Context: an optimization exercise on an open-source flow, tuned for small area and a short achievable clock period. The choices shown serve that exercise and are no tape-out recipe.
In this exercise RTL edits were held to simulation tests only and were not proved equivalent to the original.
Power figures rest on the tool's default switching activity, not on a simulated workload.

[design/flow/run.sh]
#!/bin/bash
# synth_recipe.tcl (not shown) runs the flow's synth.tcl, then flattens the netlist and writes it again
# the make line also repeats each setting of config.mk as NAME=value (left out here)
make -C /OpenROAD-flow-scripts/flow DESIGN_CONFIG=/design/flow/config.mk WORK_HOME=/design/flow/orfs CLKGATE_MAP_FILE= SYNTH_SCRIPT=/design/flow/synth_recipe.tcl finish
[design/flow/design.v]
package elastic_memory_responder_pkg;
  localparam int DATA_WIDTH        = 16;
  localparam int ADDRESS_WIDTH     = 10;
  localparam int LOAD_CYCLE        = 3;
  localparam int DEFAULT_MEM_DEPTH = 256;
endpackage
module memory_array
#(
  parameter int DATA_WIDTH = elastic_memory_responder_pkg::DATA_WIDTH,
  parameter int ROWS       = 16,
  parameter int COLS       = 16,
  parameter int GROUP_ROWS = 4,
  parameter int GROUPS     = ROWS / GROUP_ROWS
) (
  input  logic                  clk,
  input  logic [ROWS-1:0]       i_row_wr,    
  input  logic [ROWS-1:0]       i_row_rd,    
  input  logic [COLS-1:0]       i_col,       
  input  logic [DATA_WIDTH-1:0] i_wdata,
  output logic [GROUPS-1:0][DATA_WIDTH-1:0] o_part
);
  logic [DATA_WIDTH-1:0] r_mem [ROWS*COLS];
  always_ff @(posedge clk) begin
    for (int r = 0; r < ROWS; r++) begin
      for (int c = 0; c < COLS; c++) begin
        if (i_row_wr[r] && i_col[c]) begin
          r_mem[r*COLS+c] <= i_wdata;
        end
      end
    end
  end
  logic [DATA_WIDTH-1:0] w_row_data [ROWS];
  always_comb begin
    for (int r = 0; r < ROWS; r++) begin
      w_row_data[r] = '0;
      for (int c = 0; c < COLS; c++) begin
        w_row_data[r] = w_row_data[r] | ({DATA_WIDTH{i_col[c]}} & r_mem[r*COLS+c]);
      end
    end
    for (int g = 0; g < GROUPS; g++) begin
      o_part[g] = '0;
      for (int rr = 0; rr < GROUP_ROWS; rr++) begin
        o_part[g] = o_part[g] | ({DATA_WIDTH{i_row_rd[g*GROUP_ROWS+rr]}} & w_row_data[g*GROUP_ROWS+rr]);
      end
    end
  end
endmodule
module elastic_memory_responder
#(
  parameter int DATA_WIDTH    = elastic_memory_responder_pkg::DATA_WIDTH,
  parameter int ADDRESS_WIDTH = elastic_memory_responder_pkg::ADDRESS_WIDTH,
  parameter int MEM_DEPTH     = elastic_memory_responder_pkg::DEFAULT_MEM_DEPTH,
  parameter int READ_CYCLE    = elastic_memory_responder_pkg::LOAD_CYCLE
) (
  input  logic                     clk,
  input  logic                     reset,
  input  logic                     start_exec,
  input  logic                     init_write,
  input  logic [ADDRESS_WIDTH-1:0] init_address,
  input  logic [DATA_WIDTH-1:0]    init_data,
  input  logic                     req_valid,
  output logic                     req_stop,
  input  logic                     req_write,
  input  logic [ADDRESS_WIDTH-1:0] req_address,
  input  logic [DATA_WIDTH-1:0]    req_write_data,
  output logic                     resp_valid,
  input  logic                     resp_stop,
  output logic [DATA_WIDTH-1:0]    resp_data
);
  localparam int COLS       = 16;
  localparam int ROWS       = MEM_DEPTH / COLS;
  localparam int GROUP_ROWS = 4;
  localparam int GROUPS     = ROWS / GROUP_ROWS;
  logic                    r_exec_en;
  logic                    r_req_stop;
  logic                    r_resp_valid;
  logic [READ_CYCLE-2:0]   r_rd_pipe;      
  logic [DATA_WIDTH-1:0]   r_rdata;
  logic [ROWS-1:0]         r_row_wr;
  logic [ROWS-1:0]         r_row_rd;
  logic [COLS-1:0]         r_col;
  logic [DATA_WIDTH-1:0]   r_wdata;
  logic [GROUPS-1:0][DATA_WIDTH-1:0] r_part;
  logic                    w_req_fire;
  logic                    w_rd_fire;
  logic                    w_exec_next;
  logic                    w_resp_hold;
  logic                    w_wr;
  logic [ADDRESS_WIDTH-1:0] w_addr;
  logic [ROWS-1:0]         w_row;
  logic [COLS-1:0]         w_col;
  logic [GROUPS-1:0][DATA_WIDTH-1:0] w_part;
  logic [DATA_WIDTH-1:0]   w_rdata;
  assign w_req_fire  = req_valid & ~r_req_stop;
  assign w_rd_fire   = w_req_fire & ~req_write;
  assign w_exec_next = ~reset & (r_exec_en | start_exec);
  assign w_resp_hold = r_resp_valid & resp_stop;
  always_ff @(posedge clk) begin
    if (reset) begin
      r_exec_en <= 1'b0;
    end else if (start_exec) begin
      r_exec_en <= 1'b1;
    end
  end
  always_ff @(posedge clk) begin
    if (reset) begin
      r_rd_pipe    <= '0;
      r_resp_valid <= 1'b0;
    end else begin
      r_rd_pipe    <= {r_rd_pipe[READ_CYCLE-3:0], w_rd_fire};
      r_resp_valid <= r_rd_pipe[READ_CYCLE-2] | w_resp_hold;
    end
  end
  always_ff @(posedge clk) begin
    r_req_stop <= ~w_exec_next | w_rd_fire | (|r_rd_pipe) | w_resp_hold;
  end
  assign w_addr = r_exec_en ? req_address : init_address;
  assign w_wr   = r_exec_en ? (req_valid & ~r_req_stop & req_write) : init_write;
  always_comb begin
    for (int r = 0; r < ROWS; r++) begin
      w_row[r] = ({1'b0, w_addr} >> 4) == (ADDRESS_WIDTH + 1)'(r);
    end
    for (int c = 0; c < COLS; c++) begin
      w_col[c] = w_addr[3:0] == 4'(c);
    end
  end
  always_ff @(posedge clk) begin
    r_row_wr <= w_row & {ROWS{w_wr}};
    r_row_rd <= w_row;
    r_col    <= w_col;
    r_wdata  <= r_exec_en ? req_write_data : init_data;
  end
  memory_array #(
    .DATA_WIDTH (DATA_WIDTH),
    .ROWS       (ROWS),
    .COLS       (COLS),
    .GROUP_ROWS (GROUP_ROWS)
  ) u_memory_array (
    .clk      (clk),
    .i_row_wr (r_row_wr),
    .i_row_rd (r_row_rd),
    .i_col    (r_col),
    .i_wdata  (r_wdata),
    .o_part   (w_part)
  );
  always_ff @(posedge clk) begin
    r_part <= w_part;
  end
  always_comb begin
    w_rdata = '0;
    for (int g = 0; g < GROUPS; g++) begin
      w_rdata = w_rdata | r_part[g];
    end
  end
  always_ff @(posedge clk) begin
    if (r_rd_pipe[1]) begin
      r_rdata <= w_rdata;
    end
  end
  assign req_stop   = r_req_stop;
  assign resp_valid = r_resp_valid;
  assign resp_data  = r_rdata;
endmodule
[design/flow/constraint.sdc]
create_clock -name core_clock -period 5.0 [get_ports {clk}]
set_input_delay 1.0000 -clock core_clock [delete_from_list [all_inputs] [get_ports {clk}]]
set_output_delay 1.0000 -clock core_clock [all_outputs]
set_load 0.01 [all_outputs]
[design/flow/config.mk]
export PLATFORM = sky130hd
export DESIGN_NAME = elastic_memory_responder
export DESIGN_NICKNAME = elastic_memory_responder
export VERILOG_FILES = /design/flow/design.v
export SDC_FILE = /design/flow/constraint.sdc
export NUM_CORES = 4
export LEC_CHECK = 0
export CAP_MARGIN = 20
export CORE_MARGIN = 2
export CORE_UTILIZATION = 55
export SETUP_SLACK_MARGIN = 2.7
export SLEW_MARGIN = 20
==> impl_metrics.env, run 1 <==
export IMPL_layout_commonest_cell="edfxtp_1"
export IMPL_path_delay_family="flip-flops"
export IMPL_syn_avg_cell_area_um2=19.27
export IMPL_synth_distinct_cells=32
export IMPL_clkSinkCount=4245
export IMPL_cp_slowest_stage_delay_ns=0.59
export IMPL_status="no timing/DRC/antenna violations"
export IMPL_initial_core_util_pct=55.36
export IMPL_hpwl_um=235000
export IMPL_gp_congestion=0.8413
export IMPL_worstPathRequired_ns=4.00
export IMPL_synth_top_area_cell="edfxtp_1"
export IMPL_htree_num_levels=5
export IMPL_portBuffers=76
export IMPL_synth_area_top_cells="edfxtp_1, a221oi_1, a22o_1, a22oi_1, dfxtp_1"
export IMPL_clockBufferDepth=4
export IMPL_die_area_um2=279900
export IMPL_hold_path_class="reg2reg"
export IMPL_ios=77
export IMPL_post_synth_top_area_fraction_pct=81.44
export IMPL_detail_route_wl_per_cell_um=37.35
export IMPL_tns_ns=0
export IMPL_worstPathMaxFanout=1
export IMPL_crit_chain="buf_2"
export IMPL_cp_data_arrival_time_ns=1.77
export IMPL_grt_usage_pct=31.35
export IMPL_drc=0
export IMPL_fin_skew_ns=0.05295
export IMPL_fin_cells=12180
export IMPL_grt_max_degree=174
export IMPL_path_buf_inv=1
export IMPL_final_cell_area_um2=177000
export IMPL_die_h_um=529.1
export IMPL_grt_pass1_wl_um=615500
export IMPL_ys_ff_latch=4245
export IMPL_clk_pin_slew_ns=0.06
export IMPL_ys_warn_count=4
export IMPL_grt_pass1_vias=79440
export IMPL_fmax_mhz=361.1
export IMPL_maxCapViolCount=0
export IMPL_startpoint_type="flop"
export IMPL_drive_gt1_share_pct=19.13
export IMPL_hold_violations=0
export IMPL_drt_wl_total_um=454800
export IMPL_drt_iter0_markers=13100
export IMPL_die_w_um=529.1
export IMPL_dpl_cell_area_um2=156700
export IMPL_tightest_slew_ns=1.387
export IMPL_cp_slowest_cell="edfxtp_1"
export IMPL_core_area_um2=273900
export IMPL_numCtsBuffers=416
export IMPL_drv_slew=0
export IMPL_crit_type="reg2out"
export IMPL_path_depth=1
export IMPL_min_period_ns=2.769
export IMPL_grt_ovfl_total=0
export IMPL_syn_to_final_growth_pct=16.74
export IMPL_relSlewSlack_pct=7.507
export IMPL_postRouteAntennaNets=0
export IMPL_drt_pass1_iter_count=6
export IMPL_synth_nets=7926
export IMPL_final_cell_mix="edfxtp_1, a22o_1, a22oi_1"
export IMPL_insertion_delay_ns=0.96
export IMPL_antenna_found_initial=51
export IMPL_vdd_ir_drop_worst_v=0.0003162
export IMPL_power_w=0.07433
export IMPL_viasPerCell=6.949
export IMPL_ys_seq_area_share_pct=83.19
export IMPL_syn_area_um2=151600
export IMPL_cts_root_buf="clkbuf_16"
export IMPL_powerDensity_nw_per_um2=419.9
export IMPL_final_setup_viol_count=0
export IMPL_end_kind="output port"
export IMPL_fin_crit_sh_pct=55.39
export IMPL_num_vias=84610
export IMPL_rsz0062_at_grt="true"
export IMPL_layout_nets=8275
export IMPL_postCtsHoldBufs=0
export IMPL_tritoncts="yes"
export IMPL_placedCellCount=11180
export IMPL_synthCells=7867
export IMPL_p_leak_nw=56.03
export IMPL_worstRegToRegCells=5
export IMPL_rows=192
export IMPL_holdPathStages=1
synth_stat cells (all sizes together):
master,number
a22o,704
buf,194
nand4,192
a21oi,4
a221oi,704
edfxtp,4112
nor3b,1
nand2,15
nor3,6
o211ai,1
and2,256
dfxtp,133
a32oi,3
nand3b,1
a31oi,3
o22ai,2
nand3,257
or4,16
o31ai,2
mux2,16
clkbuf,332
o32a,3
nor2b,1
a22oi,704
inv,11
nand2b,3
o21ai,130
nor2,61
through the flow:
step | hold WS, ns | setup WS (ns) | util [%]
floorplan | 0.4358 | 3.215 | -
global placement | 0.4512 | 1.588 | 57.21
detailed placement | 0.4632 | 1.680 | 57.21
CTS | 0.4736 | 2.209 | 63.66
global route | 0.4828 | 2.228 | 64.63
finish | 0.4713 | 2.231 | 64.64
power breakdown:
part | switching, W | leakage, nW | internal [W]
combinational | 0.00258 | 11.3 | 0.00104
sequential | 0.000295 | 38.1 | 0.0394
clock | 0.0132 | 6.64 | 0.0178
total | 0.0161 | 56.0 | 0.0583
final timing paths:
path / start / end / slack [ns]
worst min register to register: r_rd_pipe[0] / r_rd_pipe[1] / 0.47
worst min-delay path: r_rd_pipe[0] / r_rd_pipe[1] / 0.47
worst max-delay path: r_rdata[3] / resp_data[3] / 2.23
worst max register to register: r_col[12] / r_part[7] / 2.42
area by class of cell:
| type | count | area (um^2) |
|---|---|---|
| multi-input combinational | 3085 | 26370 |
| antenna | 14 | 35.03 |
| tap | 3589 | 4491 |
| sequential | 4245 | 126300 |
| clock buffer | 573 | 11570 |
| fill | 18370 | 96850 |
| timing repair buffer | 457 | 6317 |
| clock inverter | 201 | 1913 |
| inverter | 11 | 41.29 |
layer usage:
metal	vias to the layer above	wire length (um)	share of wire [%]	GRT usage, %
li1	34410	-	-	-
met1	44490	177800	39	46.15
met2	5045	208900	46	47.85
met3	649	51510	11	5.537
met4	12	16510	3.6	10.41
met5	-	89	0.020	0
flip-flops by register name, summed over array words and instances (netlist names):
name                  flops
r_col                    16
r_part                   64
r_row_wr                 16
r_rdata                  16
r_rd_pipe                 2
r_row_rd                 16
r_wdata                  16
r_resp_valid              1
r_req_stop                1
r_exec_en                 1
u_memory_array.r_mem   4096
kinds of logic after synthesis:
family / share of synthesized area (%)
flops: 83.19
compound gates: 12.13
simple gates: 3.010
buf+inv: 1.543
mux: 0.1188
timing repair:
item | CTS | global route
gates cloned | 25 | 16
endpoints found under the hold margin | 0 | 0
buffers inserted | 112 | 57
resized for setup | 552 | 330
pin swaps | 88 | 166
endpoints found under the setup margin | 3367 | 1110
==> run 2, diff against run 1 <==
--- a/design/flow/design.v
+++ b/design/flow/design.v
@@ -127,5 +127,5 @@
   always_ff @(posedge clk) begin
     r_row_wr <= w_row & {ROWS{w_wr}};
-    r_row_rd <= w_row;
+    r_row_rd <= w_row & {ROWS{w_rd_fire}};
     r_col    <= w_col;
     r_wdata  <= r_exec_en ? req_write_data : init_data;
@@ -154,7 +154,5 @@
   end
   always_ff @(posedge clk) begin
-    if (r_rd_pipe[1]) begin
-      r_rdata <= w_rdata;
-    end
+    r_rdata <= w_rdata | (r_rdata & {DATA_WIDTH{~r_rd_pipe[1]}});
   end
   assign req_stop   = r_req_stop;
--- a/design/flow/config.mk
+++ b/design/flow/config.mk
@@ -9,4 +9,6 @@
 export CORE_MARGIN = 2
 export CORE_UTILIZATION = 55
-export SETUP_SLACK_MARGIN = 2.7
+export CTS_CLUSTER_DIAMETER = 100
+export CTS_CLUSTER_SIZE = 25
+export SETUP_SLACK_MARGIN = 2.5
 export SLEW_MARGIN = 20
==> run 2 against run 1 <==
Synthesized cell count is 0.39% higher. Worst hold slack got worse by 0.022 ns. Routed wire length fell by 9.4%. Final cell count decreased by 3.6%. First-iteration DRC count down 17%. Core utilization shrank 5.1 points. Register-to-register slack hardly changed. Non-clock buffer count decreased by 155. Global-route usage fell by 2.5 points.
==> impl_metrics.env, run 2 <==
export IMPL_num_vias=79570
export IMPL_synth_most_common_cell="edfxtp_1"
export IMPL_cts_root_buf="clkbuf_16"
export IMPL_async_reset_ff_share_pct=0
export IMPL_worstPathRequired_ns=5.77
export IMPL_final_core_util_pct=59.57
export IMPL_synth_edf_count=4096
export IMPL_drt_wl_total_um=412200
export IMPL_relSlewSlack_pct=18.55
export IMPL_worstPathMaxFanout=80
export IMPL_intPower_w=0.04782
export IMPL_r2r_start="r_col[9]"
export IMPL_antenna_found_initial=25
export IMPL_vdd_ir_drop_worst_v=0.0003209
export IMPL_status="no timing/DRC/antenna violations"
export IMPL_syn_avg_cell_area_um2=19.28
export IMPL_rsz0062_at_grt="true"
export IMPL_fin_skew_ns=0.04513
export IMPL_drc=0
export IMPL_p_leak_nw=49.93
export IMPL_drive_gt1_share_pct=9.616
export IMPL_path_buf_inv=1
export IMPL_power_w=0.06108
export IMPL_ys_ff_latch=4245
export IMPL_grt_busiest_layer="met2"
export IMPL_fmax_mhz=387.2
export IMPL_ys_seq_area_share_pct=82.74
export IMPL_htree_num_levels=4
export IMPL_grt_ovfl_total=0
export IMPL_power_share_switching_pct=21.72
export IMPL_grtUsageMet1_pct=42.29
export IMPL_ios=77
export IMPL_post_synth_top_area_fraction_pct=80.78
export IMPL_drv_slew=0
export IMPL_rows=193
export IMPL_die_w_um=530.2
export IMPL_fin_crit_sh_pct=51.65
export IMPL_clockBufferDepth=4
export IMPL_syn_to_final_growth_pct=7.983
export IMPL_portBuffers=76
export IMPL_path_delay_family="compound AO/OA/AOI/OAI gates"
export IMPL_end_kind="flop"
export IMPL_insertion_delay_ns=0.92
export IMPL_postRouteAntennaNets=0
export IMPL_crit_type="reg2reg"
export IMPL_setup_worst_path_start="r_col[9]"
export IMPL_core_area_um2=276000
export IMPL_largestRegisters="u_memory_array.r_mem (4096), r_part (64)"
export IMPL_largest_reg_flops=4096
export IMPL_min_period_ns=2.583
export IMPL_critPathMostFrequentCell="nand3_1"
export IMPL_synth_area_top_cells="edfxtp_1, a22o_1, a221oi_1, a22oi_1, dfxtp_1"
export IMPL_tns_ns=0
export IMPL_synth_distinct_cells=33
export IMPL_hold_path_class="reg2reg"
export IMPL_grt_max_degree=165
export IMPL_ys_flop_type="edfxtp_1"
export IMPL_clk_pin_slew_ns=0.10
export IMPL_top_register="u_memory_array.r_mem"
export IMPL_numCtsBuffers=192
export IMPL_clkSinkCount=4245
export IMPL_fillers=19800
export IMPL_die_h_um=530.2
export IMPL_synthCells=7898
export IMPL_final_cell_mix="edfxtp_1, a22o_1, a22oi_1"
export IMPL_drt_iter0_markers=10890
export IMPL_cp_data_arrival_time_ns=3.35
export IMPL_synth_nets=7957
export IMPL_postCtsHoldBufs=0
export IMPL_ys_warn_count=4
export IMPL_globalRouteMet2Util_pct=46.41
export IMPL_syn_area_um2=152300
export IMPL_viasPerCell=6.776
export IMPL_initial_core_util_pct=55.17
export IMPL_drt_pass1_iter_count=6
export IMPL_pwr_share_comb_pct=5.2
export IMPL_cp_slowest_stage_delay_ns=0.63
export IMPL_p_seq_share_pct=65.0
export IMPL_hold_violations=0
export IMPL_final_setup_viol_count=0
export IMPL_p_clk_share_pct=29.8
export IMPL_gp_congestion=0.8214
export IMPL_grt_pass1_vias=75470
export IMPL_grt_pass1_wl_um=576200
export IMPL_maxCapViolCount=0
export IMPL_synth_top_area_cell="edfxtp_1"
export IMPL_die_area_um2=281100
export IMPL_tightest_slew_ns=1.211
export IMPL_tritoncts="yes"
export IMPL_layout_commonest_cell="edfxtp_1"
export IMPL_startpoint_type="flop"
export IMPL_ys_top_cells_by_count="edfxtp_1, a22o_1, a22oi_1"
export IMPL_hpwl_um=235700
export IMPL_grt_usage_pct=28.84
export IMPL_switching_power_w=0.01327
export IMPL_cp_slowest_cell="o21ai_0"
export IMPL_grt_use_met3_pct=3.323
export IMPL_layout_nets=7927
export IMPL_powerDensity_nw_per_um2=371.5
export IMPL_detail_route_wl_per_cell_um=35.10
export IMPL_crit_chain="buf_12 > a22o_1 > a221oi_2 > nand3_1 > o21ai_0 > nand3_1"
export IMPL_min_from="r_rdata[0]"
[run 2: path summary, 6_finish.rpt]
path                            slack [ns]         end  depth (start not counted)
worst max register to register        2.42  r_part[34]                          6
worst max-delay path                  2.42  r_part[34]                          6
worst min register to register        0.45  r_rdata[0]                          2
worst min-delay path                  0.45  r_rdata[0]                          2
[run 2: layout make-up]
class / instances / area, um^2 / share of cell area [%]
Clock buffer: 336 / 5451 / 3.315
Clock inverter: 8 / 112.6 / 0.06849
Antenna cell: 19 / 47.55 / 0.02892
Inverter: 25 / 93.84 / 0.05707
Sequential cell: 4245 / 126100 / 76.71
Timing Repair Buffer: 302 / 3448 / 2.097
Multi-Input combinational cell: 3102 / 24500 / 14.90
Tap cell: 3705 / 4636 / 2.819
[run 2: worst register-to-register path: stages (launching register included)]
cell,delay (ns)
dfxtp_4,0.45
buf_12,0.26
a22o_1,0.46
a221oi_2,0.30
nand3_1,0.21
o21ai_0,0.63
nand3_1,0.13
[run 2: cell families after synthesis]
family                 after synthesis  synth area share (%)
muxes                               16                0.1183
DFF                               4245                 82.74
and+or+nand+nor                    811                 2.989
AOI/OAI and AO/OA                 2275                 12.52
buffers and inverters              551                 1.643
[run 2: per-layer routing]
| metal | wire, um | part of all wire (%) |
|---|---|---|
| met5 | 83 | 0.020 |
| met1 | 170200 | 41 |
| met4 | 11260 | 2.7 |
| met3 | 31160 | 7.6 |
| met2 | 199500 | 48 |
[run 2: stage by stage]
stage	cells	area (um^2)	setup WS (ns)	hold slack [ns]
after detailed placement	11330	157400	2.075	0.4411
final	11740	164400	2.417	0.4489
after floorplan	7898	152300	2.518	0.3990
after global placement	11320	157300	2.037	0.4384
after CTS	11710	164000	2.331	0.4538
after global routing	11730	164400	2.470	0.4691
[run 2: what timing repair did]
item / in CTS / in global routing
buffers inserted: 43 / 11
pin swaps: 8 / 13
endpoints found under the setup margin: 2300 / 333
resized for setup: 212 / 66
[run 2: power groups by stage]
stage / Clock, W / Sequential, W / Combinational [W]
after floorplan: 0 / 0.0407 / 0.00120
after global placement: 0 / 0.0405 / 0.00295
after detailed placement: 0 / 0.0405 / 0.00303
after CTS: 0.0184 / 0.0397 / 0.00314
after global routing: 0.0195 / 0.0397 / 0.00334
final: 0.0182 / 0.0397 / 0.00317
==> run 3, diff against run 2 <==
--- a/design/flow/config.mk
+++ b/design/flow/config.mk
@@ -8,5 +8,5 @@
 export CAP_MARGIN = 20
 export CORE_MARGIN = 2
-export CORE_UTILIZATION = 55
+export CORE_UTILIZATION = 70
 export CTS_CLUSTER_DIAMETER = 100
 export CTS_CLUSTER_SIZE = 25
==> run 3 against run 2 <==
Worst setup slack worse by 0.043 ns. Power is 0.73% lower. Die area is 21% lower. Sequential cell count unchanged. Core utilization increased by 16 points. Fmax down 1.6%. Clock-buffer cell count stayed put. First-iteration DRC count is 15% higher. Highest routed layer unchanged.
==> impl_metrics.env, run 3 <==
export IMPL_status="no timing/DRC/antenna violations"
export IMPL_die_h_um=470.4
export IMPL_largestRegisters="u_memory_array.r_mem (4096), r_part (64)"
export IMPL_p_leak_nw=49.76
export IMPL_ys_warn_count=4
export IMPL_vdd_ir_drop_worst_v=0.0004358
export IMPL_syn_to_final_growth_pct=7.107
export IMPL_synth_top_area_cell="edfxtp_1"
export IMPL_startpoint_type="flop"
export IMPL_synth_distinct_cells=33
export IMPL_grt_ovfl_total=0
export IMPL_post_synth_top_area_fraction_pct=80.78
export IMPL_relSlewSlack_pct=13.55
export IMPL_syn_avg_cell_area_um2=19.28
export IMPL_drive_gt1_share_pct=8.822
export IMPL_largest_reg_flops=4096
export IMPL_num_vias=81060
export IMPL_hpwl_um=218600
export IMPL_die_area_um2=221300
export IMPL_portBuffers=76
export IMPL_worstPathRequired_ns=5.72
export IMPL_fin_skew_ns=0.03806
export IMPL_postRouteAntennaNets=0
export IMPL_syn_area_um2=152300
export IMPL_min_period_ns=2.626
export IMPL_tightest_slew_ns=1.285
export IMPL_grtUsageMet1_pct=53.16
export IMPL_htree_num_levels=4
export IMPL_viasPerCell=7.471
export IMPL_cts_root_buf="clkbuf_16"
export IMPL_initial_core_util_pct=70.26
export IMPL_ys_ff_latch=4245
export IMPL_drt_pass1_iter_count=6
export IMPL_ios=77
export IMPL_clockBufferDepth=3
export IMPL_fmax_mhz=380.8
export IMPL_globalRouteMet2Util_pct=53.59
export IMPL_core_area_um2=216700
export IMPL_grt_usage_pct=34.93
export IMPL_async_reset_ff_share_pct=0
export IMPL_synth_most_common_cell="edfxtp_1"
export IMPL_grt_max_degree=177
export IMPL_top_register="u_memory_array.r_mem"
export IMPL_clkSinkCount=4245
export IMPL_tritoncts="yes"
export IMPL_numCtsBuffers=187
export IMPL_layout_nets=7895
export IMPL_hold_path_class="reg2reg"
export IMPL_layout_commonest_cell="edfxtp_1"
export IMPL_die_w_um=470.4
export IMPL_detail_route_wl_per_cell_um=36.48
export IMPL_powerDensity_nw_per_um2=371.8
export IMPL_maxCapViolCount=0
export IMPL_synth_nets=7957
export IMPL_grt_busiest_layer="met2"
export IMPL_rows=171
export IMPL_place_ws_ns=1.994
export IMPL_ys_top_cells_by_count="edfxtp_1, a22o_1, a22oi_1"
export IMPL_ys_flop_type="edfxtp_1"
export IMPL_crit_type="reg2reg"
export IMPL_drc=0
export IMPL_postCtsHoldBufs=0
export IMPL_antenna_found_initial=17
export IMPL_hold_violations=0
export IMPL_synth_edf_count=4096
export IMPL_end_kind="flop"
export IMPL_drt_wl_total_um=395900
export IMPL_ys_seq_area_share_pct=82.74
export IMPL_grt_pass1_vias=75660
export IMPL_final_setup_viol_count=0
export IMPL_worstPathMaxFanout=72
export IMPL_final_cell_mix="edfxtp_1, a22o_1, a22oi_1"
export IMPL_grt_use_met3_pct=6.037
export IMPL_synth_area_top_cells="edfxtp_1, a22o_1, a221oi_1, a22oi_1, dfxtp_1"
export IMPL_drt_iter0_markers=12500
export IMPL_insertion_delay_ns=0.89
export IMPL_clk_pin_slew_ns=0.10
export IMPL_rsz0062_at_grt="true"
export IMPL_fin_crit_sh_pct=52.52
export IMPL_synthCells=7898
export IMPL_cp_data_arrival_time_ns=3.35
export IMPL_timing_final_ws_setup_ns=2.374
export IMPL_drv_slew=0
export IMPL_gp_congestion=0.8623
export IMPL_grt_pass1_wl_um=551600
export IMPL_tns_ns=0
-- run 3: cell counts after synthesis --
Identical to the previous run, type by type.
-- run 3: final cells by class --
class	instances	area [um^2]
Sequential cell	4245	126100
Tap cell	2854	3571
Clock inverter	8	68.82
Fill cell	12250	53650
Antenna cell	5	12.51
Timing Repair Buffer	275	3502
Inverter	25	93.84
Clock buffer	336	5409
Multi-Input combinational cell	3102	24290
-- run 3: power by group --
part | internal, W | switching [W]
combinational | 0.000867 | 0.00234
sequential | 0.0394 | 0.000291
clock | 0.00741 | 0.0104
total | 0.0477 | 0.0130
-- run 3: final timing paths --
check	from	to	slack, ns	cells past startpoint
worst min register to register	r_part[0]	r_rdata[0]	0.46	2
worst max-delay path	r_col[0]	r_part[42]	2.37	6
worst min-delay path	r_part[0]	r_rdata[0]	0.46	2
worst max register to register	r_col[0]	r_part[42]	2.37	6
-- run 3: kinds of logic (layout without fill, tap and decap cells) --
kind of cell	Yosys count	in the layout	share of synthesized area (%)
other cells	0	5	0
buf+inv	551	644	1.643
flops	4245	4245	82.74
compound gates	2275	2275	12.52
mux	16	16	0.1183
simple gates	811	811	2.989
-- run 3: through the flow --
| stage | power (W) | hold WS (ns) | instances | cell area (um^2) | util [%] |
|---|---|---|---|---|---|
| after global placement | 0.04340 | 0.4202 | 10440 | 156100 | 72.03 |
| after floorplan | 0.04192 | 0.3990 | 7898 | 152300 | - |
| after global routing | 0.06196 | 0.4819 | 10850 | 163100 | 75.24 |
| after detailed placement | 0.04349 | 0.4481 | 10440 | 156100 | 72.03 |
| after CTS | 0.06053 | 0.4697 | 10810 | 162500 | 74.95 |
| final | 0.06064 | 0.4608 | 10850 | 163100 | 75.25 |
-- run 3: critical path, cell delays in order, from the launching register on --
cell      delay, ns
dfxtp_4        0.53
buf_12         0.28
a22o_1         0.32
a221oi_2       0.23
nand4_1        0.34
a22oi_2        0.40
nand3_1        0.16
-- run 3: per-layer routing --
metal  up-vias  wire length, um
met5         -               62
met4         8            12010
met3       547            45120
met2      5101           186100
met1     42080           152600
li1      33330                -
-- run 3: what timing repair did --
action	CTS	global route
cloned	2	3
setup endpoints to repair	2281	600
resized for setup	194	51
pin swaps	16	17
setup buffers	22	28
==> run 4, diff against run 3 <==
--- a/design/flow/config.mk
+++ b/design/flow/config.mk
@@ -11,4 +11,4 @@
 export CTS_CLUSTER_DIAMETER = 100
 export CTS_CLUSTER_SIZE = 25
-export SETUP_SLACK_MARGIN = 2.5
+export SETUP_SLACK_MARGIN = 2.8
 export SLEW_MARGIN = 20
==> run 4 against run 3 <==
Clock power about the same. Clock skew down 0.014 ns. Area after synthesis unchanged. Critical path type unchanged. Critical endpoint is now r_part[45]. Largest cell class unchanged.
==> impl_metrics.env, run 4 <==
export IMPL_relSlewSlack_pct=4.737
export IMPL_synth_most_common_cell="edfxtp_1"
export IMPL_grt_pass1_wl_um=571100
export IMPL_drt_iter0_markers=14030
export IMPL_crit_type="reg2reg"
export IMPL_drt_pass1_iter_count=6
export IMPL_grt_ovfl_total=0
export IMPL_synthCells=7898
export IMPL_synth_area_top_cells="edfxtp_1, a22o_1, a221oi_1, a22oi_1, dfxtp_1"
export IMPL_maxCapViolCount=0
export IMPL_detail_route_wl_per_cell_um=38.88
export IMPL_insertion_delay_ns=0.87
export IMPL_end_kind="flop"
export IMPL_grt_max_degree=184
export IMPL_initial_core_util_pct=70.26
export IMPL_ys_seq_area_share_pct=82.74
export IMPL_clkSinkCount=4245
export IMPL_hpwl_um=217600
export IMPL_viasPerCell=7.633
export IMPL_drv_slew=0
export IMPL_ff2ff_setup_slack_ns=2.64
export IMPL_place_ws_ns=2.114
export IMPL_r2r_end="r_part[45]"
export IMPL_synth_nets=7957
export IMPL_portBuffers=76
export IMPL_synth_top_area_cell="edfxtp_1"
export IMPL_min_from="r_rdata[9]"
export IMPL_fin_crit_sh_pct=47.25
export IMPL_drive_gt1_share_pct=16.36
export IMPL_largest_reg_flops=4096
export IMPL_r2r_start="r_col[0]"
export IMPL_postRouteAntennaNets=0
export IMPL_gp_congestion=0.8478
export IMPL_tns_ns=0
export IMPL_worstRegToRegCells=8
export IMPL_placedCellCount=10440
export IMPL_ys_flop_type="edfxtp_1"
export IMPL_num_vias=83690
export IMPL_ios=77
export IMPL_die_area_um2=221300
export IMPL_largestRegisters="u_memory_array.r_mem (4096), r_part (64)"
export IMPL_drt_wl_total_um=426300
export IMPL_htree_num_levels=4
export IMPL_ys_warn_count=4
export IMPL_fin_skew_ns=0.02398
export IMPL_async_reset_ff_share_pct=0
export IMPL_antenna_found_initial=24
export IMPL_layout_nets=8023
export IMPL_rows=171
export IMPL_tritoncts="yes"
export IMPL_hold_path_class="reg2reg"
export IMPL_clk_pin_slew_ns=0.10
export IMPL_die_h_um=470.4
export IMPL_final_cell_mix="edfxtp_1, a22o_1, a22oi_1"
export IMPL_tightest_slew_ns=1.427
export IMPL_clockBufferDepth=3
export IMPL_whs_ns=0.4718
export IMPL_cp_data_arrival_time_ns=3.10
export IMPL_die_w_um=470.4
export IMPL_rsz0062_at_grt="true"
export IMPL_drc=0
export IMPL_numCtsBuffers=187
export IMPL_post_synth_top_area_fraction_pct=80.78
export IMPL_cts_root_buf="clkbuf_16"
export IMPL_hold_violations=0
export IMPL_grt_usage_pct=36.52
export IMPL_min_period_ns=2.363
export IMPL_timing_final_ws_setup_ns=2.637
export IMPL_postCtsHoldBufs=0
export IMPL_power_w=0.06094
export IMPL_ys_ff_latch=4245
export IMPL_syn_to_final_growth_pct=10.52
export IMPL_layout_commonest_cell="edfxtp_1"
export IMPL_fmax_mhz=423.3
export IMPL_fin_cells=10960
export IMPL_core_area_um2=216700
export IMPL_holdPathStages=2
export IMPL_top_register="u_memory_array.r_mem"
export IMPL_p_leak_nw=51.80
export IMPL_vdd_ir_drop_worst_v=0.0004270
export IMPL_synth_distinct_cells=33
export IMPL_syn_area_um2=152300
export IMPL_worstPathMaxFanout=12
export IMPL_final_setup_viol_count=0
export IMPL_status="no timing/DRC/antenna violations"
export IMPL_grt_pass1_vias=76760
export IMPL_worstPathRequired_ns=5.74
export IMPL_syn_avg_cell_area_um2=19.28
export IMPL_ys_top_cells_by_count="edfxtp_1, a22o_1, a22oi_1"
export IMPL_synth_edf_count=4096
export IMPL_min_delay_worst_endpoint="r_rdata[9]"
export IMPL_powerDensity_nw_per_um2=362.1
export IMPL_startpoint_type="flop"
==> run 4: power breakdown <==
group	internal (W)	switching (W)
registers	0.0394	0.000282
clock network	0.00729	0.0103
logic	0.00114	0.00256
==> run 4: worst max-delay path by stage <==
| stage | from | to | slack (ns) | cells after the start |
|---|---|---|---|---|
| floorplan | init_address[8] | r_row_rd[0] | 3.21 | 3 |
| global placement | r_col[9] | r_part[43] | 2.10 | 7 |
| detailed placement | r_col[12] | u_memory_array.r_mem[60][15] | 2.11 | 3 |
| CTS | r_rdata[8] | resp_data[8] | 2.61 | 1 |
| global route | r_rdata[8] | resp_data[8] | 2.62 | 1 |
| finish | r_col[0] | r_part[45] | 2.64 | 8 |
==> run 4: critical path: stages, from the launching register on <==
cell	delay (ns)
dfxtp_4	0.43
buf_12	0.19
buf_4	0.16
clkbuf_16	0.20
a22o_1	0.22
a221oi_1	0.21
nand3_1	0.20
o21ai_1	0.44
nand3_1	0.13
==> run 4: kinds of logic (layout without fill, tap and decap cells) <==
family          after synthesis  after routing  share of synthesized area (%)
flops                      4245           4245                          82.74
mux                          16             16                         0.1183
simple gates                811            811                          2.989
compound gates             2275           2275                          12.52
other cells                   0             11                              0
buf+inv                     551            752                          1.643
==> run 4: area by class of cell <==
type	instances	area, um^2
tap	2854	3571
sequential	4245	126100
inverter	25	93.84
clock buffer	323	5318
multi-input combinational	3102	27090
clock inverter	1	7.507
timing repair buffer	403	6036
antenna	11	27.53
fill	11380	48450
==> run 4: layer usage <==
metal  GRT usage (%)  wire length [um]
met1           54.72            157400
met2           53.97            194000
met3           8.428             58410
met4           12.96             16340
met5               0                78
==> run 4: what timing repair did <==
action,in CTS,in global routing
gates resized for setup,641,310
setup buffers,96,43
endpoints found under the setup margin,3793,927
gates cloned,16,31
pin swaps,88,161
==> run 4: metrics by stage <==
stage               utilization [%]  area, um^2
floorplan                         -      152300
global placement              71.99      156000
CTS                           76.29      165300
finish                        77.64      168300
detailed placement            72.00      156000
global route                  77.63      168300
==> run 5, diff against run 4 <==
--- a/design/flow/config.mk
+++ b/design/flow/config.mk
@@ -8,5 +8,5 @@
 export CAP_MARGIN = 20
 export CORE_MARGIN = 2
-export CORE_UTILIZATION = 70
+export CORE_UTILIZATION = 80
 export CTS_CLUSTER_DIAMETER = 100
 export CTS_CLUSTER_SIZE = 25
==> run 5 against run 4 <==
Largest power group unchanged. Combinational power rose by about 10%. Worst setup slack got worse by 0.36 ns. Fmax fell by 13%. Critical endpoint is now r_part[17].
==> impl_metrics.env, run 5 <==
export IMPL_die_h_um=440.3
export IMPL_synth_edf_count=4096
export IMPL_clockBufferDepth=3
export IMPL_whs_ns=0.4756
export IMPL_powerDensity_nw_per_um2=363.6
export IMPL_vdd_ir_drop_worst_v=0.0004847
export IMPL_ys_warn_count=4
export IMPL_end_kind="flop"
export IMPL_postCtsHoldBufs=0
export IMPL_worstPathRequired_ns=5.74
export IMPL_syn_to_final_growth_pct=11.46
export IMPL_final_cell_mix="edfxtp_1, a22o_1, a22oi_1"
export IMPL_ys_ff_latch=4245
export IMPL_crit_chain="buf_12 > buf_16 > a22o_1 > a221oi_2 > nand4_1 > a22oi_2 > nand3_1"
export IMPL_die_w_um=440.3
export IMPL_final_setup_viol_count=0
export IMPL_postRouteAntennaNets=0
export IMPL_tightest_slew_ns=1.384
export IMPL_min_from="r_rdata[6]"
export IMPL_die_area_um2=193800
export IMPL_synth_most_common_cell="edfxtp_1"
export IMPL_detail_route_wl_per_cell_um=45.53
export IMPL_grt_max_degree=225
export IMPL_drv_slew=0
export IMPL_layout_nets=8109
export IMPL_ys_flop_type="edfxtp_1"
export IMPL_crit_type="reg2reg"
export IMPL_timing_final_ws_setup_ns=2.280
export IMPL_cts_root_buf="clkbuf_16"
export IMPL_grt_ovfl_total=0
export IMPL_drt_pass1_iter_count=9
export IMPL_num_vias=92510
export IMPL_viasPerCell=8.630
export IMPL_cp_slowest_cell="a22oi_2"
export IMPL_post_synth_top_area_fraction_pct=80.78
export IMPL_layout_commonest_cell="edfxtp_1"
export IMPL_syn_avg_cell_area_um2=19.28
export IMPL_largest_reg_flops=4096
export IMPL_synthCells=7898
export IMPL_final_cell_area_um2=169700
export IMPL_place_ws_ns=2.096
export IMPL_placedCellCount=10100
export IMPL_insertion_delay_ns=0.93
export IMPL_top_register="u_memory_array.r_mem"
export IMPL_setup_worst_path_start="r_col[5]"
export IMPL_core_area_um2=189600
export IMPL_async_reset_ff_share_pct=0
export IMPL_drc=0
export IMPL_syn_area_um2=152300
export IMPL_numCtsBuffers=187
export IMPL_tritoncts="yes"
export IMPL_grt_usage_pct=43.79
export IMPL_synth_nets=7957
export IMPL_grt_pass1_vias=81200
export IMPL_ios=77
export IMPL_fin_crit_sh_pct=54.40
export IMPL_startpoint_type="flop"
export IMPL_synth_top_area_cell="edfxtp_1"
export IMPL_dpl_cell_area_um2=155600
export IMPL_initial_core_util_pct=80.32
export IMPL_clk_pin_slew_ns=0.12
export IMPL_drive_gt1_share_pct=17.44
export IMPL_antenna_found_initial=24
export IMPL_path_buf_inv=2
export IMPL_tns_ns=0
export IMPL_maxCapViolCount=0
export IMPL_ys_seq_area_share_pct=82.74
export IMPL_fmax_mhz=367.6
export IMPL_synth_area_top_cells="edfxtp_1, a22o_1, a221oi_1, a22oi_1, dfxtp_1"
export IMPL_min_period_ns=2.720
export IMPL_drt_iter0_markers=20090
export IMPL_drt_wl_total_um=488100
export IMPL_clkSinkCount=4245
export IMPL_gp_congestion=0.8694
export IMPL_ys_top_cells_by_count="edfxtp_1, a22o_1, a22oi_1"
export IMPL_status="no timing/DRC/antenna violations"
export IMPL_path_delay_family="compound AO/OA/AOI/OAI gates"
export IMPL_worstPathMaxFanout=10
export IMPL_hold_path_class="reg2reg"
export IMPL_htree_num_levels=4
export IMPL_hold_violations=0
export IMPL_cp_data_arrival_time_ns=3.46
export IMPL_hpwl_um=219100
export IMPL_fin_cells=10720
export IMPL_rows=160
export IMPL_portBuffers=76
export IMPL_relSlewSlack_pct=7.604
export IMPL_largestRegisters="u_memory_array.r_mem (4096), r_part (64)"
export IMPL_fin_skew_ns=0.05604
export IMPL_grt_pass1_wl_um=591400
export IMPL_synth_distinct_cells=33
export IMPL_cp_slowest_stage_delay_ns=0.57
export IMPL_r2r_start="r_col[5]"
export IMPL_rsz0062_at_grt="true"
export IMPL_p_leak_nw=52.69
## run 5: cell counts after synthesis
No cell type changed its count.
## run 5: metal layers
layer	GRT usage, %	routed length [um]
met1	60.66	141000
met2	65.08	215000
met3	11.46	90290
met4	24.52	41520
met5	0	240
## run 5: path summary, 6_finish.rpt
kind	end	slack, ns	cells after the start
setup reg to reg	r_part[17]	2.28	7
hold / removal	r_rdata[6]	0.48	2
hold reg to reg	r_rdata[6]	0.48	2
setup / recovery	r_part[17]	2.28	7
## run 5: repair_timing
item,in CTS,in global routing
resized for setup,619,386
cloned,20,62
pin swaps,91,193
setup buffers,89,100
endpoints found under the setup margin,3731,1040
## run 5: where the power goes
part	total (W)	internal (W)	switching (W)	leakage, nW
combinational	0.00408	0.00123	0.00286	12.1
sequential	0.0397	0.0394	0.000277	38.0
clock	0.0180	0.00736	0.0106	2.58
total	0.0617	0.0480	0.0138	52.7
## run 5: cell families (layout without fill, tap and decap cells)
| family | after synthesis | after routing | share of synthesized area (%) |
|---|---|---|---|
| flip-flops | 4245 | 4245 | 82.74 |
| other | 0 | 26 | 0 |
| multiplexers | 16 | 16 | 0.1183 |
| buffers and inverters | 551 | 836 | 1.643 |
| AND/OR/NAND/NOR | 811 | 811 | 2.989 |
| AO/OA/AOI/OAI | 2275 | 2275 | 12.52 |
## run 5: metrics by stage
stage                     power [W]  utilization, %
after global routing        0.06235           89.49
after detailed placement    0.04337           82.07
after floorplan             0.04187               -
final                       0.06172           89.53
after global placement      0.04325           82.06
after CTS                   0.06025           87.00
## run 5: area by class of cell
cell class,instances,area [um^2]
antenna,26,65.06
timing repair buffer,489,7620
clock inverter,8,68.82
fill,6154,19860
sequential,4245,126100
multi-input combinational,3102,27280
tap,2511,3142
clock buffer,314,5326
inverter,25,93.84
## run 5: worst min-delay path, cell delays in order (launching register included)
cell     delay (ns)
dfxtp_2        0.33
inv_1          0.05
o21ai_0        0.06
==> run 6, diff against run 5 <==
--- a/design/flow/config.mk
+++ b/design/flow/config.mk
@@ -8,7 +8,7 @@
 export CAP_MARGIN = 20
 export CORE_MARGIN = 2
-export CORE_UTILIZATION = 80
+export CORE_UTILIZATION = 70
 export CTS_CLUSTER_DIAMETER = 100
 export CTS_CLUSTER_SIZE = 25
-export SETUP_SLACK_MARGIN = 2.8
+export SETUP_SLACK_MARGIN = 3.0
 export SLEW_MARGIN = 20
==> run 6 against run 5 <==
Still clean on timing, DRC and antenna. Fmax rose by 13%. Global-route usage fell by 4.0 points. Clock skew fell by 0.027 ns. Core utilization fell by 9.6 points. Sequential cell count did not move. Die area rose by 14%. Sequential power barely moved. Clock power barely moved.
==> impl_metrics.env, run 6 <==
export IMPL_initial_core_util_pct=70.26
export IMPL_ys_ff_latch=4245
export IMPL_drt_iter0_markers=15250
export IMPL_tns_ns=0
export IMPL_syn_area_um2=152300
export IMPL_ys_warn_count=4
export IMPL_status="no timing/DRC/antenna violations"
export IMPL_synth_edf_count=4096
export IMPL_syn_to_final_growth_pct=13.71
export IMPL_synth_top_family_by_area="compound AO/OA/AOI/OAI gates"
export IMPL_portBuffers=76
export IMPL_vdd_ir_drop_worst_v=0.0004326
export IMPL_ys_seq_area_share_pct=82.74
export IMPL_rows=171
export IMPL_top_register="u_memory_array.r_mem"
export IMPL_final_setup_viol_count=0
export IMPL_end_kind="flop"
export IMPL_ios=77
export IMPL_drt_pass1_iter_count=6
export IMPL_synth_compound_area_share_pct=12.52
export IMPL_synthSimpleGateAreaFrac_pct=2.989
export IMPL_hold_violations=0
export IMPL_fin_cells=11130
export IMPL_die_w_um=470.4
export IMPL_hold_path_class="reg2reg"
export IMPL_tightest_slew_ns=1.385
export IMPL_viasPerCell=7.774
export IMPL_core_area_um2=216700
export IMPL_synth_nets=7957
export IMPL_layout_commonest_cell="edfxtp_1"
export IMPL_drive_gt1_share_pct=20.72
export IMPL_fmax_mhz=416.9
export IMPL_drt_wl_total_um=459100
export IMPL_fin_crit_sh_pct=47.97
export IMPL_clockBufferDepth=3
export IMPL_die_area_um2=221300
export IMPL_layout_nets=8190
export IMPL_clkSinkCount=4245
export IMPL_drc=0
export IMPL_grt_ovfl_total=0
export IMPL_power_w=0.06153
export IMPL_final_seq_area_um2=126100
export IMPL_yosys_area_share_xor_xnor_pct=0
export IMPL_multiInputGateArea_um2=28640
export IMPL_synthMuxAreaShare_pct=0.1183
export IMPL_grt_pass1_wl_um=614200
export IMPL_cts_root_buf="clkbuf_16"
export IMPL_synth_adder_area_share_pct=0
export IMPL_postRouteAntennaNets=0
export IMPL_gp_congestion=0.8478
export IMPL_tritoncts="yes"
export IMPL_synth_top_area_cell="edfxtp_1"
export IMPL_drv_slew=0
export IMPL_p_leak_nw=53.87
export IMPL_insertion_delay_ns=0.87
export IMPL_grt_pass1_vias=79520
export IMPL_num_vias=86540
export IMPL_placedCellCount=10440
export IMPL_die_h_um=470.4
export IMPL_worstPathMaxFanout=51
export IMPL_grt_max_degree=184
export IMPL_numCtsBuffers=187
export IMPL_rsz0062_at_grt="true"
export IMPL_largest_reg_flops=4096
export IMPL_postCtsHoldBufs=0
export IMPL_synth_most_common_cell="edfxtp_1"
export IMPL_hpwl_um=217600
export IMPL_startpoint_type="flop"
export IMPL_syn_avg_cell_area_um2=19.28
export IMPL_worstPathRequired_ns=5.74
export IMPL_powerDensity_nw_per_um2=355.4
export IMPL_ys_flop_type="edfxtp_1"
export IMPL_post_synth_top_area_fraction_pct=80.78
export IMPL_cp_data_arrival_time_ns=3.14
export IMPL_crit_type="reg2reg"
export IMPL_ys_top_cells_by_count="edfxtp_1, a22o_1, a22oi_1"
export IMPL_fillers=10640
export IMPL_grt_usage_pct=39.81
export IMPL_maxCapViolCount=0
export IMPL_synth_area_top_cells="edfxtp_1, a22o_1, a221oi_1, a22oi_1, dfxtp_1"
export IMPL_ff2ff_setup_slack_ns=2.60
export IMPL_synth_distinct_cells=33
export IMPL_relSlewSlack_pct=7.647
export IMPL_largestRegisters="u_memory_array.r_mem (4096), r_part (64)"
export IMPL_final_cell_mix="edfxtp_1, a22o_1, a22oi_1"
export IMPL_synthCells=7898
export IMPL_htree_num_levels=4
export IMPL_antenna_found_initial=30
export IMPL_min_period_ns=2.399
export IMPL_detail_route_wl_per_cell_um=41.24
export IMPL_async_reset_ff_share_pct=0
export IMPL_fin_skew_ns=0.02861
export IMPL_clk_pin_slew_ns=0.10
run 6: cell counts after synthesis:
No cell type changed its count.
run 6: cell type report:
cell class / instances / share of cell area [%]
antenna: 11 / 0.01590
clock buffer: 323 / 3.071
clock inverter: 1 / 0.004336
inverter: 25 / 0.05420
multi-input combinational: 3105 / 16.54
sequential: 4245 / 72.86
tap: 2854 / 2.062
timing repair buffer: 567 / 5.396
run 6: final timing paths:
check	depth (start not counted)	endpoint	startpoint
setup / recovery	6	r_part[59]	r_col[15]
hold / removal	2	r_req_stop	r_rd_pipe[0]
setup reg to reg	6	r_part[59]	r_col[15]
hold reg to reg	2	r_req_stop	r_rd_pipe[0]
run 6: worst max-delay path, stage by stage (launching register included):
cell and delay [ns]:
dfxtp_4 0.40, buf_12 0.18, a22o_1 0.32, a221oi_1 0.26, nand4_1 0.34, a22oi_2 0.45, nand3_1 0.14
run 6: metrics by stage:
| step | utilization [%] | instance area, um^2 | hold slack, ns | setup WS, ns |
|---|---|---|---|---|
| floorplan | - | 152300 | 0.3990 | 3.214 |
| global placement | 71.99 | 156000 | 0.4415 | 2.097 |
| detailed placement | 72.00 | 156000 | 0.4467 | 2.114 |
| CTS | 78.62 | 170400 | 0.4653 | 2.609 |
| global route | 79.87 | 173100 | 0.5059 | 2.620 |
| finish | 79.88 | 173100 | 0.4711 | 2.601 |
run 6: cells by family after synthesis:
family,after synthesis
AO/OA/AOI/OAI,2275
multiplexers,16
flip-flops,4245
AND/OR/NAND/NOR,811
buffers and inverters,551
run 6: metal layers:
layer | global-route usage [%] | wire [um]
met5 | 0 | 208
met4 | 16.10 | 23320
met3 | 10.52 | 70290
met2 | 57.72 | 204200
met1 | 58.83 | 161100
run 6: what timing repair did:
item	in CTS	in global routing
cloned	82	24
setup endpoints to repair	4571	1405
pin swaps	254	232
setup buffers	174	73
gates resized for setup	1200	279
run 6: report_power, final:
part,internal [W],total [W],switching [W]
registers,0.0394,0.0396,0.000251
clock network,0.00729,0.0177,0.0104
logic,0.00137,0.00420,0.00283
total,0.0480,0.0615,0.0135
==> run 7, diff against run 6 <==
--- a/design/flow/config.mk
+++ b/design/flow/config.mk
@@ -11,4 +11,4 @@
 export CTS_CLUSTER_DIAMETER = 100
 export CTS_CLUSTER_SIZE = 25
-export SETUP_SLACK_MARGIN = 3.0
+export SETUP_SLACK_MARGIN = 2.7
 export SLEW_MARGIN = 20
==> run 7 against run 6 <==
Combinational power decreased by about 20%. Area after synthesis is the same. Fmax is 4.2% lower. Register-to-register slack worse by 0.10 ns. Critical path type unchanged.
==> impl_metrics.env, run 7 <==
export IMPL_ios=77
export IMPL_top_register="u_memory_array.r_mem"
export IMPL_worstPathMaxFanout=68
export IMPL_synth_distinct_cells=33
export IMPL_initial_core_util_pct=70.26
export IMPL_hold_violations=0
export IMPL_grt_ovfl_total=0
export IMPL_largest_reg_flops=4096
export IMPL_tritoncts="yes"
export IMPL_final_cell_area_um2=164800
export IMPL_clkSinkCount=4245
export IMPL_postRouteAntennaNets=0
export IMPL_postCtsHoldBufs=0
export IMPL_powerDensity_nw_per_um2=367.2
export IMPL_synth_edf_count=4096
export IMPL_synth_most_common_cell="edfxtp_1"
export IMPL_ys_top_cells_by_count="edfxtp_1, a22o_1, a22oi_1"
export IMPL_grt_pass1_vias=75740
export IMPL_p_leak_nw=50.44
export IMPL_portBuffers=76
export IMPL_largestRegisters="u_memory_array.r_mem (4096), r_part (64)"
export IMPL_power_w=0.06052
export IMPL_startpoint_type="flop"
export IMPL_drt_iter0_markers=12940
export IMPL_ys_flop_type="edfxtp_1"
export IMPL_fmax_mhz=399.6
export IMPL_numCtsBuffers=187
export IMPL_synth_top_area_cell="edfxtp_1"
export IMPL_post_synth_top_area_fraction_pct=80.78
export IMPL_synth_area_top_cells="edfxtp_1, a22o_1, a221oi_1, a22oi_1, dfxtp_1"
export IMPL_final_cell_mix="edfxtp_1, a22o_1, a22oi_1"
export IMPL_final_seq_area_um2=126100
export IMPL_vdd_ir_drop_worst_v=0.0004284
export IMPL_htree_num_levels=4
export IMPL_drt_wl_total_um=400200
export IMPL_gp_congestion=0.8478
export IMPL_clockBufferDepth=3
export IMPL_die_w_um=470.4
export IMPL_whs_ns=0.4699
export IMPL_worstPathRequired_ns=5.72
export IMPL_cts_root_buf="clkbuf_16"
export IMPL_ys_seq_area_share_pct=82.74
export IMPL_end_kind="flop"
export IMPL_synthCells=7898
export IMPL_hold_path_class="reg2reg"
export IMPL_ys_ff_latch=4245
export IMPL_grt_usage_pct=35.48
export IMPL_fin_crit_sh_pct=50.05
export IMPL_die_h_um=470.4
export IMPL_synth_nets=7957
export IMPL_rows=171
export IMPL_core_area_um2=216700
export IMPL_detail_route_wl_per_cell_um=36.79
export IMPL_fin_skew_ns=0.02267
export IMPL_drive_gt1_share_pct=12.64
export IMPL_tns_ns=0
export IMPL_async_reset_ff_share_pct=0
export IMPL_drc=0
export IMPL_drt_pass1_iter_count=6
export IMPL_clk_pin_slew_ns=0.10
export IMPL_dpl_cell_area_um2=156000
export IMPL_relSlewSlack_pct=5.360
export IMPL_cp_data_arrival_time_ns=3.22
export IMPL_num_vias=81460
export IMPL_die_area_um2=221300
export IMPL_drv_slew=0
export IMPL_insertion_delay_ns=0.86
export IMPL_final_setup_viol_count=0
export IMPL_ys_warn_count=4
export IMPL_hpwl_um=217600
export IMPL_status="no timing/DRC/antenna violations"
export IMPL_syn_avg_cell_area_um2=19.28
export IMPL_grt_max_degree=184
export IMPL_multiInputGateArea_um2=25540
export IMPL_rsz0062_at_grt="true"
export IMPL_tightest_slew_ns=1.418
export IMPL_viasPerCell=7.489
export IMPL_fillers=11830
export IMPL_crit_type="reg2reg"
export IMPL_syn_area_um2=152300
export IMPL_maxCapViolCount=0
export IMPL_layout_commonest_cell="edfxtp_1"
export IMPL_antenna_found_initial=16
export IMPL_ff2ff_setup_slack_ns=2.50
export IMPL_syn_to_final_growth_pct=8.228
export IMPL_grt_pass1_wl_um=558500
export IMPL_layout_nets=7943
export IMPL_min_period_ns=2.503
-- run 7: metal layers --
| layer | GRT usage, % | up-vias | part of all wire, % |
|---|---|---|---|
| li1 | - | 33400 | - |
| met1 | 54.17 | 42310 | 38 |
| met2 | 53.30 | 5194 | 46 |
| met3 | 7.078 | 549 | 12 |
| met4 | 10.26 | 4 | 3.2 |
| met5 | 0 | - | 0.0057 |
-- run 7: worst paths after layout --
| path | startpoint | end | cells after the start |
|---|---|---|---|
| max | r_col[2] | r_part[21] | 5 |
| min | r_rdata[9] | r_rdata[9] | 2 |
| max reg2reg | r_col[2] | r_part[21] | 5 |
| min reg2reg | r_rdata[9] | r_rdata[9] | 2 |
-- run 7: kinds of logic (layout without fill, tap and decap cells) --
group                  Yosys count  after routing  synth area share, %
DFF                           4245           4245                82.74
AOI/OAI and AO/OA             2275           2275                12.52
and+or+nand+nor                811            811                2.989
buffers and inverters          551            672                1.643
muxes                           16             16               0.1183
other                            0              5                    0
-- run 7: cell type report --
cell class | instances | area share (%)
sequential | 4245 | 76.54
multi-input combinational | 3102 | 15.50
clock buffer | 323 | 3.227
timing repair buffer | 323 | 2.502
tap | 2854 | 2.167
inverter | 25 | 0.05694
antenna | 5 | 0.007592
clock inverter | 1 | 0.004555
-- run 7: report_power, final --
group | internal, W | total, W | switching (W) | leakage [nW]
Clock | 0.00729 | 0.0175 | 0.0102 | 2.53
Combinational | 0.000993 | 0.00334 | 0.00235 | 9.87
Sequential | 0.0394 | 0.0397 | 0.000294 | 38.0
-- run 7: through the flow --
step,util (%),setup slack (ns),instances
after floorplan,-,3.214,7898
after global placement,71.99,2.097,10440
after detailed placement,72.00,2.114,10440
after CTS,75.55,2.609,10850
after global routing,76.03,2.568,10870
final,76.04,2.497,10880
-- run 7: worst max-delay path, cell delays in order, from the launching register on --
cell	delay, ns
dfxtp_4	0.47
buf_12	0.24
a221oi_2	0.47
nand4_1	0.33
a22oi_2	0.43
nand3_1	0.13
-- run 7: repair_timing --
| action | CTS | global route |
|---|---|---|
| buffers inserted | 75 | 20 |
| resized for setup | 440 | 155 |
| hold endpoints to repair | 0 | 0 |
| endpoints found under the setup margin | 3547 | 1013 |
| pin swaps | 34 | 68 |
| gates cloned | 6 | 5 |
==> run 8, diff against run 7 <==
--- a/design/flow/config.mk
+++ b/design/flow/config.mk
@@ -8,7 +8,7 @@
 export CAP_MARGIN = 20
 export CORE_MARGIN = 2
-export CORE_UTILIZATION = 70
+export CORE_UTILIZATION = 75
 export CTS_CLUSTER_DIAMETER = 100
 export CTS_CLUSTER_SIZE = 25
-export SETUP_SLACK_MARGIN = 2.7
+export SETUP_SLACK_MARGIN = 2.8
 export SLEW_MARGIN = 20
==> run 8 against run 7 <==
Area after synthesis is the same. Design area up 1.4%. First-iteration DRC count up 16%. Fmax is 3.5% higher. Non-clock buffer count increased by 37. Core utilization increased by 6.7 points. Synthesized cell count stayed put. Clock-buffer cell count rose by 15. Global-route usage increased by 2.5 points. Register-to-register slack better by 0.09 ns. Largest cell class unchanged.
==> impl_metrics.env, run 8 <==
export IMPL_status="no timing/DRC/antenna violations"
export IMPL_cts_root_buf="clkbuf_16"
export IMPL_r2r_start="r_col[3]"
export IMPL_top_register="u_memory_array.r_mem"
export IMPL_numCtsBuffers=187
export IMPL_worstPathRequired_ns=5.74
export IMPL_final_cell_area_um2=167100
export IMPL_die_w_um=454.6
export IMPL_vdd_ir_drop_worst_v=0.0004337
export IMPL_postCtsHoldBufs=0
export IMPL_postRouteAntennaNets=0
export IMPL_min_delay_worst_endpoint="r_rdata[8]"
export IMPL_tightest_slew_ns=1.322
export IMPL_synth_top_area_cell="edfxtp_1"
export IMPL_hpwl_um=212500
export IMPL_viasPerCell=7.827
export IMPL_synth_area_top_cells="edfxtp_1, a22o_1, a221oi_1, a22oi_1, dfxtp_1"
export IMPL_core_area_um2=201900
export IMPL_maxCapViolCount=0
export IMPL_cp_data_arrival_time_ns=3.15
export IMPL_syn_to_final_growth_pct=9.737
export IMPL_hold_violations=0
export IMPL_drv_slew=0
export IMPL_detail_route_wl_per_cell_um=38.50
export IMPL_die_area_um2=206600
export IMPL_powerDensity_nw_per_um2=365.3
export IMPL_ys_seq_area_share_pct=82.74
export IMPL_synth_distinct_cells=33
export IMPL_grt_ovfl_total=0
export IMPL_fmax_mhz=413.7
export IMPL_min_from="r_rdata[8]"
export IMPL_layout_nets=7980
export IMPL_hold_path_class="reg2reg"
export IMPL_clkSinkCount=4245
export IMPL_gp_congestion=0.8503
export IMPL_dpl_cell_area_um2=155700
export IMPL_cp_slowest_stage_delay_ns=0.42
export IMPL_tritoncts="yes"
export IMPL_htree_num_levels=4
export IMPL_grt_pass1_wl_um=555900
export IMPL_layout_commonest_cell="edfxtp_1"
export IMPL_ys_top_cells_by_count="edfxtp_1, a22o_1, a22oi_1"
export IMPL_synthCells=7898
export IMPL_cp_slowest_cell="dfxtp_4"
export IMPL_initial_core_util_pct=75.42
export IMPL_holdPathStages=2
export IMPL_rsz0062_at_grt="true"
export IMPL_relSlewSlack_pct=11.85
export IMPL_drc=0
export IMPL_worstPathMaxFanout=6
export IMPL_synth_edf_count=4096
export IMPL_rows=165
export IMPL_grt_max_degree=174
export IMPL_final_cell_mix="edfxtp_1, a22o_1, a22oi_1"
export IMPL_fin_crit_sh_pct=48.34
export IMPL_worstRegToRegCells=9
export IMPL_drt_wl_total_um=414500
export IMPL_clockBufferDepth=3
export IMPL_die_h_um=454.6
export IMPL_drt_pass1_iter_count=8
export IMPL_crit_type="reg2reg"
export IMPL_placedCellCount=10240
export IMPL_r2r_end="r_part[7]"
export IMPL_num_vias=84260
export IMPL_largest_reg_flops=4096
export IMPL_grt_pass1_vias=77030
export IMPL_startpoint_type="flop"
export IMPL_min_period_ns=2.417
export IMPL_drt_iter0_markers=14990
export IMPL_ys_ff_latch=4245
export IMPL_ff2ff_setup_slack_ns=2.58
export IMPL_setup_worst_path_start="r_col[3]"
export IMPL_final_setup_viol_count=0
export IMPL_portBuffers=76
export IMPL_post_synth_top_area_fraction_pct=80.78
export IMPL_ys_flop_type="edfxtp_1"
export IMPL_grt_usage_pct=38.02
export IMPL_syn_area_um2=152300
export IMPL_synth_nets=7957
export IMPL_fin_skew_ns=0.04171
export IMPL_insertion_delay_ns=0.88
export IMPL_antenna_found_initial=17
export IMPL_ys_warn_count=4
export IMPL_p_leak_nw=51.39
export IMPL_clk_pin_slew_ns=0.10
export IMPL_drive_gt1_share_pct=14.84
export IMPL_end_kind="flop"
export IMPL_synth_most_common_cell="edfxtp_1"
export IMPL_critPathMostFrequentCell="buf_12"
export IMPL_crit_chain="buf_12 > buf_12 > buf_16 > buf_12 > a22o_1 > a221oi_2 > nand4_1 > a22oi_2 > nand3_1"
export IMPL_largestRegisters="u_memory_array.r_mem (4096), r_part (64)"
export IMPL_async_reset_ff_share_pct=0
export IMPL_ios=77
export IMPL_tns_ns=0
export IMPL_syn_avg_cell_area_um2=19.28
export IMPL_fin_cells=10770
run 8: cell families (layout without fill, tap and decap cells):
logic type | count (synthesis) | after routing | share of synthesized area, %
AOI/OAI and AO/OA | 2275 | 2275 | 12.52
and+or+nand+nor | 811 | 811 | 2.989
DFF | 4245 | 4245 | 82.74
other | 0 | 17 | 0
muxes | 16 | 16 | 0.1183
buffers and inverters | 551 | 730 | 1.643
run 8: how the worst max path moves through the flow:
stage / slack (ns) / cells after the start / endpoint
after detailed placement: 2.07 / 5 / r_row_wr[10]
after floorplan: 3.21 / 3 / r_row_rd[0]
after CTS: 2.60 / 7 / r_part[2]
after global routing: 2.54 / 9 / r_part[7]
final: 2.58 / 9 / r_part[7]
after global placement: 2.05 / 5 / r_row_wr[10]
run 8: cell type report:
| type | instances | area [um^2] |
|---|---|---|
| Timing Repair Buffer | 360 | 5480 |
| Inverter | 25 | 93.84 |
| Tap cell | 2672 | 3343 |
| Clock inverter | 7 | 67.56 |
| Antenna cell | 17 | 42.54 |
| Fill cell | 9095 | 34810 |
| Sequential cell | 4245 | 126100 |
| Clock buffer | 338 | 5438 |
| Multi-Input combinational cell | 3102 | 26500 |
run 8: metal layers:
metal	global-route usage, %	share of wire, %	routed length, um
met5	0	0.019	78
met4	15.26	4.6	19040
met3	7.938	14	58280
met2	57.63	47	193300
met1	55.62	35	143800
run 8: timing repair:
| action | 4_1_cts | 5_1_grt |
|---|---|---|
| endpoints found under the setup margin | 3587 | 1494 |
| gates cloned | 13 | 24 |
| resized for setup | 507 | 300 |
| setup buffers | 59 | 64 |
| pin swaps | 66 | 124 |
run 8: through the flow:
| step | total power (W) | util (%) | hold WS, ns | setup WS (ns) |
|---|---|---|---|---|
| floorplan | 0.04187 | - | 0.3990 | 3.214 |
| global placement | 0.04326 | 77.13 | 0.4379 | 2.047 |
| detailed placement | 0.04337 | 77.14 | 0.4459 | 2.068 |
| CTS | 0.06050 | 81.30 | 0.4689 | 2.599 |
| global route | 0.06218 | 82.75 | 0.4857 | 2.544 |
| finish | 0.06103 | 82.76 | 0.4644 | 2.583 |
run 8: critical path: cells and delay by family (launching register included):
kind,cells,cell delay (ns)
flops,1,0.42
simple gates,2,0.41
compound gates,3,0.80
buf+inv,4,0.61
run 8: report_power, final:
group	internal (W)	switching (W)	total [W]	leakage (nW)
combinational	0.00108	0.00247	0.00355	10.7
sequential	0.0394	0.000293	0.0397	38.0
clock	0.00745	0.0104	0.0178	2.61

[afterwards: timing with drivers on the ports]
The flow's constraints put no driver on any port. The routed layouts listed below were extracted and timed again, unchanged, in two steps. Step 1 (the two cells are an assumption about what drives the block):
set clk [get_ports {clk}]
set_driving_cell -lib_cell sky130_fd_sc_hd__clkbuf_16 $clk
set_driving_cell -lib_cell sky130_fd_sc_hd__buf_2 [delete_from_list [all_inputs] $clk]
Step 2 times the ports against the registers' clock, not the clock port: input delays grow and output delays shrink by t, the midpoint of the rising clock arrivals with the driver on. Slacks: ideal / step 1 / step 2; pairs: ideal / step 1.
run | shift t [ns] | slack for setup (ns) | worst setup path at the end | clock arrival spread, ns
run 1 | 1.038 | 2.231 / 2.123 / 2.231 | input to register | 0.054 / 0.054
run 2 | 1.002 | 2.417 / 2.417 / 2.110 | input to register | 0.058 / 0.058
run 3 | 0.961 | 2.374 / 2.374 / 1.960 | input to register | 0.045 / 0.044
run 4 | 0.947 | 2.637 / 2.565 / 1.952 | input to register | 0.027 / 0.028
run 5 | 1.000 | 2.280 / 2.280 / 2.144 | input to register | 0.056 / 0.056
run 6 | 0.953 | 2.601 / 2.557 / 2.049 | input to register | 0.032 / 0.032
run 7 | 0.940 | 2.497 / 2.497 / 2.068 | input to register | 0.029 / 0.029
run 8 | 0.953 | 2.583 / 2.583 / 2.019 | input to register | 0.042 / 0.042
After both steps every run listed still meets setup and hold. The setup slack of run 4, which loses most, moves by -0.072 ns with the drivers and by -0.685 ns with both steps.
